From an optimization exercise on the open Yosys and OpenROAD flow, aimed at small area and a short achievable clock period; shortcuts taken in it are not production practice. The RTL was checked by simulation tests, not by an equivalence proof against the original design.

==> branch lagoon <==
// camera_display_top
module camera_display_top (
    input  logic       video_clk,
    input  logic       rst_n,
    input  logic       cam_vsync,
    input  logic       cam_href,
    input  logic [7:0] cam_data,
    output logic       vid_hs,
    output logic       vid_vs,
    output logic       vid_de,
    output logic [7:0] vid_r,
    output logic [7:0] vid_g,
    output logic [7:0] vid_b
);
==> module frame_store, before the edit <==
module frame_store #(
    parameter int N  = video_pkg::STORE_DEPTH,
    parameter int AW = video_pkg::STORE_AW,
    parameter int W  = video_pkg::PIX_W
) (
    input  logic                           video_clk,
    input  logic                           rst_n,
    input  logic [video_pkg::STORE_AW-1:0] phase,      
    input  logic                           pix_en,     
    input  logic [video_pkg::STORE_AW-1:0] pix_addr,
    input  logic [video_pkg::PIX_W-1:0]    pix_data,
    input  logic [7:0]                     tap_lo,     
    input  logic [3:0]                     tap_hi,     
    input  logic [AW-1:0]                  rd_pos,     
    input  logic [3:0]                     rd_lag,     
    input  logic [2:0]                     rd_low,     
    output logic [video_pkg::PIX_W-1:0]    rd_data     
);
    logic [W-1:0]  ring [N];
    logic [W-1:0]  low_word [3];    
    logic          slot_sel;        
    logic [1:0]    landing;         
    logic [1:0]    waiting;         
    logic [1:0]    low;             
    logic [1:0]    low_a [2];       
    logic [AW-1:0] place [2];       
    logic [W-1:0]  data [2];
    logic [1:0]    aligned;         
    logic [1:0]    landing_c;       
    logic [1:0]    waiting_c;
    logic [1:0]    low_c;
    logic [AW-1:0] place_c [2];
    logic [1:0]    enter_c;         
    logic [AW-1:0] load_place;      
    always_ff @(posedge video_clk)
    begin
        load_place <= pix_addr + ~phase - 1'b1;
    end
    always_ff @(posedge video_clk or negedge rst_n)
    begin
        if (!rst_n)
        begin
            landing <= '0;
        end
        else
        begin
            landing <= landing_c;
        end
    end
    always_comb
    begin
        for (int s = 0; s < 2; s++)
        begin
            aligned[s]   = (place[s][1:0] == 2'b01);
            landing_c[s] = pix_en & (slot_sel == 1'(s));
            waiting_c[s] = (landing[s] | waiting[s]) & ~aligned[s] & ~low[s];
            if (landing_c[s])
            begin
                place_c[s] = load_place;
                low_c[s]   = (pix_addr < AW'(3));
            end
            else
            begin
                place_c[s] = place[s] - 1'b1;
                low_c[s]   = low[s];
            end
            enter_c[s] = (landing_c[s] | waiting_c[s]) & (place_c[s][1:0] == 2'b01) & ~low_c[s];
        end
    end
    always_ff @(posedge video_clk)
    begin
        if (pix_en)
        begin
            slot_sel <= ~slot_sel;
        end
        waiting <= waiting_c;
        for (int s = 0; s < 2; s++)
        begin
            place[s] <= place_c[s];
            low[s]   <= low_c[s];
            if (landing_c[s])
            begin
                data[s]  <= pix_data;
                low_a[s] <= pix_addr[1:0];
            end
        end
        for (int s = 0; s < 2; s++)
        begin
            for (int a = 0; a < 3; a++)
            begin
                if (landing[s] && low[s] && (low_a[s] == 2'(a)))
                begin
                    low_word[a] <= data[s];
                end
            end
        end
    end
    logic           ins_land;       
    logic           ins_wait;       
    logic           ins_slot;
    logic [7:0]     ins_lo;         
    logic [3:0]     ins_hi;
    logic [AW-1:0]  ins_place_c;
    logic [N/4-1:0] tap_en;
    logic [W-1:0]   tap_data;
    assign ins_place_c = enter_c[1] ? place_c[1] : place_c[0];
    always_ff @(posedge video_clk or negedge rst_n)
    begin
        if (!rst_n)
        begin
            ins_land <= 1'b0;
        end
        else
        begin
            ins_land <= |(enter_c & landing_c);
        end
    end
    always_ff @(posedge video_clk)
    begin
        ins_wait <= |(enter_c & waiting_c);
        ins_slot <= enter_c[1];
        for (int i = 0; i < 8; i++)
        begin
            ins_lo[i] <= (ins_place_c[4:2] == 3'(i));
        end
        for (int i = 0; i < 4; i++)
        begin
            ins_hi[i] <= (ins_place_c[6:5] == 2'(i));
        end
    end
    assign tap_data = ins_slot ? data[1] : data[0];
    always_comb
    begin
        for (int k = 0; k < N/4; k++)
        begin
            tap_en[k] = (ins_land | ins_wait) & ins_lo[k % 8] & ins_hi[k / 8];
        end
    end
    always_ff @(posedge video_clk)
    begin
        for (int p = 0; p < N; p++)
        begin
            if ((p % 4 == 0) && tap_en[p/4])
            begin
                ring[p] <= tap_data;
            end
            else
            begin
                ring[p] <= ring[(p + 1) % N];
            end
        end
    end
    logic [N/4-1:0] tap_sel;
    logic [W-1:0]   tap_word;
    logic [W-1:0]   smp [4];
    logic [3:0]     rd_lag_q;
    logic [1:0]     rd_slot;        
    logic           byp_q;
    logic [W-1:0]   byp_data_q;
    always_comb
    begin
        tap_word = '0;
        for (int k = 0; k < N/4; k++)
        begin
            tap_sel[k] = tap_lo[k % 8] & tap_hi[k / 8];
            tap_word   = tap_word | (ring[4*k] & {W{tap_sel[k]}});
        end
        for (int s = 0; s < 2; s++)
        begin
            rd_slot[s] = waiting[s] && (place[s] == rd_pos);
        end
    end
    always_ff @(posedge video_clk)
    begin
        smp[0] <= tap_word;
        for (int k = 1; k < 4; k++)
        begin
            smp[k] <= smp[k-1];
        end
        rd_lag_q   <= rd_lag;
        byp_q      <= (|rd_low) | rd_slot[0] | rd_slot[1];
        if (|rd_low)
        begin
            byp_data_q <= rd_low[0] ? low_word[0] : (rd_low[1] ? low_word[1] : low_word[2]);
        end
        else
        begin
            byp_data_q <= rd_slot[1] ? data[1] : data[0];
        end
    end
    always_comb
    begin
        rd_data = '0;
        for (int k = 0; k < 4; k++)
        begin
            rd_data = rd_data | (smp[k] & {W{rd_lag_q[k]}});
        end
        if (byp_q)
        begin
            rd_data = byp_data_q;
        end
    end
endmodule
==> flow/config.mk <==
export PLATFORM = sky130hd
export DESIGN_NAME = camera_display_top
export DESIGN_NICKNAME = camera_display_top
export VERILOG_FILES = /design/flow/design.v
export SDC_FILE = /design/flow/constraint.sdc
export NUM_CORES = 4
export LEC_CHECK = 0
export CAP_MARGIN = 20
export CORE_MARGIN = 2
export CORE_UTILIZATION = 50
export CTS_CLUSTER_DIAMETER = 80
export CTS_CLUSTER_SIZE = 24
export PLACE_DENSITY = 0.65
export SETUP_SLACK_MARGIN = 2.8
export SLEW_MARGIN = 20
==> flow/constraint.sdc <==
create_clock -name core_clock -period 5.0 [get_ports {video_clk}]
set_input_delay 1.0000 -clock core_clock [delete_from_list [all_inputs] [get_ports {video_clk}]]
set_output_delay 1.0000 -clock core_clock [all_outputs]
set_load 0.01 [all_outputs]
run.sh (not shown) runs the stock make flow with config.mk's settings and CLKGATE_MAP_FILE= SYNTH_SCRIPT=/design/flow/synth_recipe.tcl, a recipe that flattens the netlist after the stock synthesis.
==> branch garnet (differences from branch lagoon) <==
--- a/flow/design.v
+++ b/flow/design.v
@@ -141,14 +141,5 @@
     logic [W-1:0]  data [2];
     logic [1:0]    aligned;         
-    logic [1:0]    landing_c;       
-    logic [1:0]    waiting_c;
-    logic [1:0]    low_c;
-    logic [AW-1:0] place_c [2];
-    logic [1:0]    enter_c;         
-    logic [AW-1:0] load_place;      
-    always_ff @(posedge video_clk)
-    begin
-        load_place <= pix_addr + ~phase - 1'b1;
-    end
+    logic [1:0]    enter;
     always_ff @(posedge video_clk or negedge rst_n)
     begin
@@ -159,5 +150,6 @@
         else
         begin
-            landing <= landing_c;
+            landing[0] <= pix_en & ~slot_sel;
+            landing[1] <= pix_en &  slot_sel;
         end
     end
@@ -166,18 +158,6 @@
         for (int s = 0; s < 2; s++)
         begin
-            aligned[s]   = (place[s][1:0] == 2'b01);
-            landing_c[s] = pix_en & (slot_sel == 1'(s));
-            waiting_c[s] = (landing[s] | waiting[s]) & ~aligned[s] & ~low[s];
-            if (landing_c[s])
-            begin
-                place_c[s] = load_place;
-                low_c[s]   = (pix_addr < AW'(3));
-            end
-            else
-            begin
-                place_c[s] = place[s] - 1'b1;
-                low_c[s]   = low[s];
-            end
-            enter_c[s] = (landing_c[s] | waiting_c[s]) & (place_c[s][1:0] == 2'b01) & ~low_c[s];
+            aligned[s] = (place[s][1:0] == 2'b01);
+            enter[s]   = (landing[s] | waiting[s]) & aligned[s] & ~low[s];
         end
     end
@@ -188,14 +168,18 @@
             slot_sel <= ~slot_sel;
         end
-        waiting <= waiting_c;
         for (int s = 0; s < 2; s++)
         begin
-            place[s] <= place_c[s];
-            low[s]   <= low_c[s];
-            if (landing_c[s])
+            waiting[s] <= (landing[s] | waiting[s]) & ~aligned[s] & ~low[s];
+            if (pix_en && (slot_sel == 1'(s)))
             begin
+                place[s] <= pix_addr - phase - 1'b1;
                 data[s]  <= pix_data;
+                low[s]   <= (pix_addr < AW'(3));
                 low_a[s] <= pix_addr[1:0];
             end
+            else
+            begin
+                place[s] <= place[s] - 1'b1;
+            end
         end
         for (int s = 0; s < 2; s++)
@@ -210,43 +194,13 @@
         end
     end
-    logic           ins_land;       
-    logic           ins_wait;       
-    logic           ins_slot;
-    logic [7:0]     ins_lo;         
-    logic [3:0]     ins_hi;
-    logic [AW-1:0]  ins_place_c;
     logic [N/4-1:0] tap_en;
     logic [W-1:0]   tap_data;
-    assign ins_place_c = enter_c[1] ? place_c[1] : place_c[0];
-    always_ff @(posedge video_clk or negedge rst_n)
-    begin
-        if (!rst_n)
-        begin
-            ins_land <= 1'b0;
-        end
-        else
-        begin
-            ins_land <= |(enter_c & landing_c);
-        end
-    end
-    always_ff @(posedge video_clk)
-    begin
-        ins_wait <= |(enter_c & waiting_c);
-        ins_slot <= enter_c[1];
-        for (int i = 0; i < 8; i++)
-        begin
-            ins_lo[i] <= (ins_place_c[4:2] == 3'(i));
-        end
-        for (int i = 0; i < 4; i++)
-        begin
-            ins_hi[i] <= (ins_place_c[6:5] == 2'(i));
-        end
-    end
-    assign tap_data = ins_slot ? data[1] : data[0];
+    assign tap_data = enter[1] ? data[1] : data[0];
     always_comb
     begin
         for (int k = 0; k < N/4; k++)
         begin
-            tap_en[k] = (ins_land | ins_wait) & ins_lo[k % 8] & ins_hi[k / 8];
+            tap_en[k] = (enter[0] && (place[0][AW-1:2] == (AW-2)'(k))) ||
+                        (enter[1] && (place[1][AW-1:2] == (AW-2)'(k)));
         end
     end
--- a/flow/config.mk
+++ b/flow/config.mk
@@ -9,7 +9,5 @@
 export CORE_MARGIN = 2
 export CORE_UTILIZATION = 50
-export CTS_CLUSTER_DIAMETER = 80
-export CTS_CLUSTER_SIZE = 24
 export PLACE_DENSITY = 0.65
-export SETUP_SLACK_MARGIN = 2.8
+export SETUP_SLACK_MARGIN = 2.6
 export SLEW_MARGIN = 20
==> branch cedar (differences from branch lagoon) <==
--- a/flow/design.v
+++ b/flow/design.v
@@ -146,9 +146,4 @@
     logic [AW-1:0] place_c [2];
     logic [1:0]    enter_c;         
-    logic [AW-1:0] load_place;      
-    always_ff @(posedge video_clk)
-    begin
-        load_place <= pix_addr + ~phase - 1'b1;
-    end
     always_ff @(posedge video_clk or negedge rst_n)
     begin
@@ -171,5 +166,5 @@
             if (landing_c[s])
             begin
-                place_c[s] = load_place;
+                place_c[s] = pix_addr - phase - 1'b1;
                 low_c[s]   = (pix_addr < AW'(3));
             end
--- a/flow/config.mk
+++ b/flow/config.mk
@@ -12,4 +12,4 @@
 export CTS_CLUSTER_SIZE = 24
 export PLACE_DENSITY = 0.65
-export SETUP_SLACK_MARGIN = 2.8
+export SETUP_SLACK_MARGIN = 2.85
 export SLEW_MARGIN = 20
==> impl_metrics.csv <==
group,metric,value,unit
run_status,outcome,"no timing/DRC/antenna violations",
yosys,synthArstFlopShare,2.668,%
worst_setup_path,crit_arrival,1.28,ns
yosys,ys_ff_latch,2361,
cts,post_cts.repair.setup_buffers,21,
finish,multi_input_area_share,18.39,%
finish,area_delta_synth_final,9.358,%
yosys,synth_xor_area_share,0.8480,%
yosys,synthMuxAreaShare,1.700,%
global_routing,grt_max_degree,55,
-- figures above: branch lagoon

==> impl_metrics.csv <==
group,metric,value,unit
detailed_routing,wl_met2,66580,um
run_status,outcome,"no timing/DRC/antenna violations",
global_routing,grt_max_degree,65,
finish,multi_input_area_share,18.77,%
cts,post_cts.repair.setup_buffers,38,
yosys,synthMuxAreaShare,1.689,%
worst_hold_path,hp-class,"in2async",
finish,area_delta_synth_final,10.53,%
worst_setup_path,cp.required,5.64,ns
worst_setup_path,crit_arrival,3.01,ns
-- figures above: branch cedar

==> impl_metrics.csv <==
group,metric,value,unit
worst_setup_path,crit_arrival,3.04,ns
yosys,synth_ff_type,"dfxtp_1",
placed_design,post-place-ws,1.342,ns
worst_setup_path,rr_worst_depth,3,
yosys,synth_xor_area_share,0.8023,%
yosys,synth.yosys.seq_area_share,76.14,%
yosys,synthArstFlopShare,2.651,%
finish,multi_input_area_share,19.24,%
run_status,outcome,"no timing/DRC/antenna violations",
global_routing,antenna_found_initial,0,
finish,area_delta_synth_final,15.90,%
yosys,ys_ff_latch,2339,
cts,post_cts.repair.setup_buffers,59,
global_routing,grt_max_degree,74,
yosys,synthMuxAreaShare,8.758,%
-- figures above: branch garnet

[what the ideal ports hide]
Ports are ideal in the flow. The routed layouts listed here were re-timed in OpenROAD.
Step 1, drivers: a clkbuf_16 drives video_clk and a buf_2 each remaining input, both assumed.
Step 2 also shifts input and output timing later by t, the mid clock arrival at the registers, as if the neighbouring blocks saw the same clock.
a / b / c = ideal / step 1 / step 2; a / b = the first two.
run | shift t [ns] | setup WS [ns] | clock arrival spread, ns | worst data-port slew with drivers (ns)
branch lagoon | 0.804 | 2.724 / 2.643 / 2.093 | 0.036 / 0.037 | 0.05
branch garnet | 0.869 | 2.640 / 2.599 / 2.037 | 0.027 / 0.027 | 0.06
branch cedar | 0.798 | 2.629 / 2.629 / 2.024 | 0.023 / 0.022 | 0.04
After both steps setup and hold are still met in every run listed. For branch lagoon, which loses most, drivers alone change the setup slack by -0.081 ns; drivers and shift together by -0.631 ns.
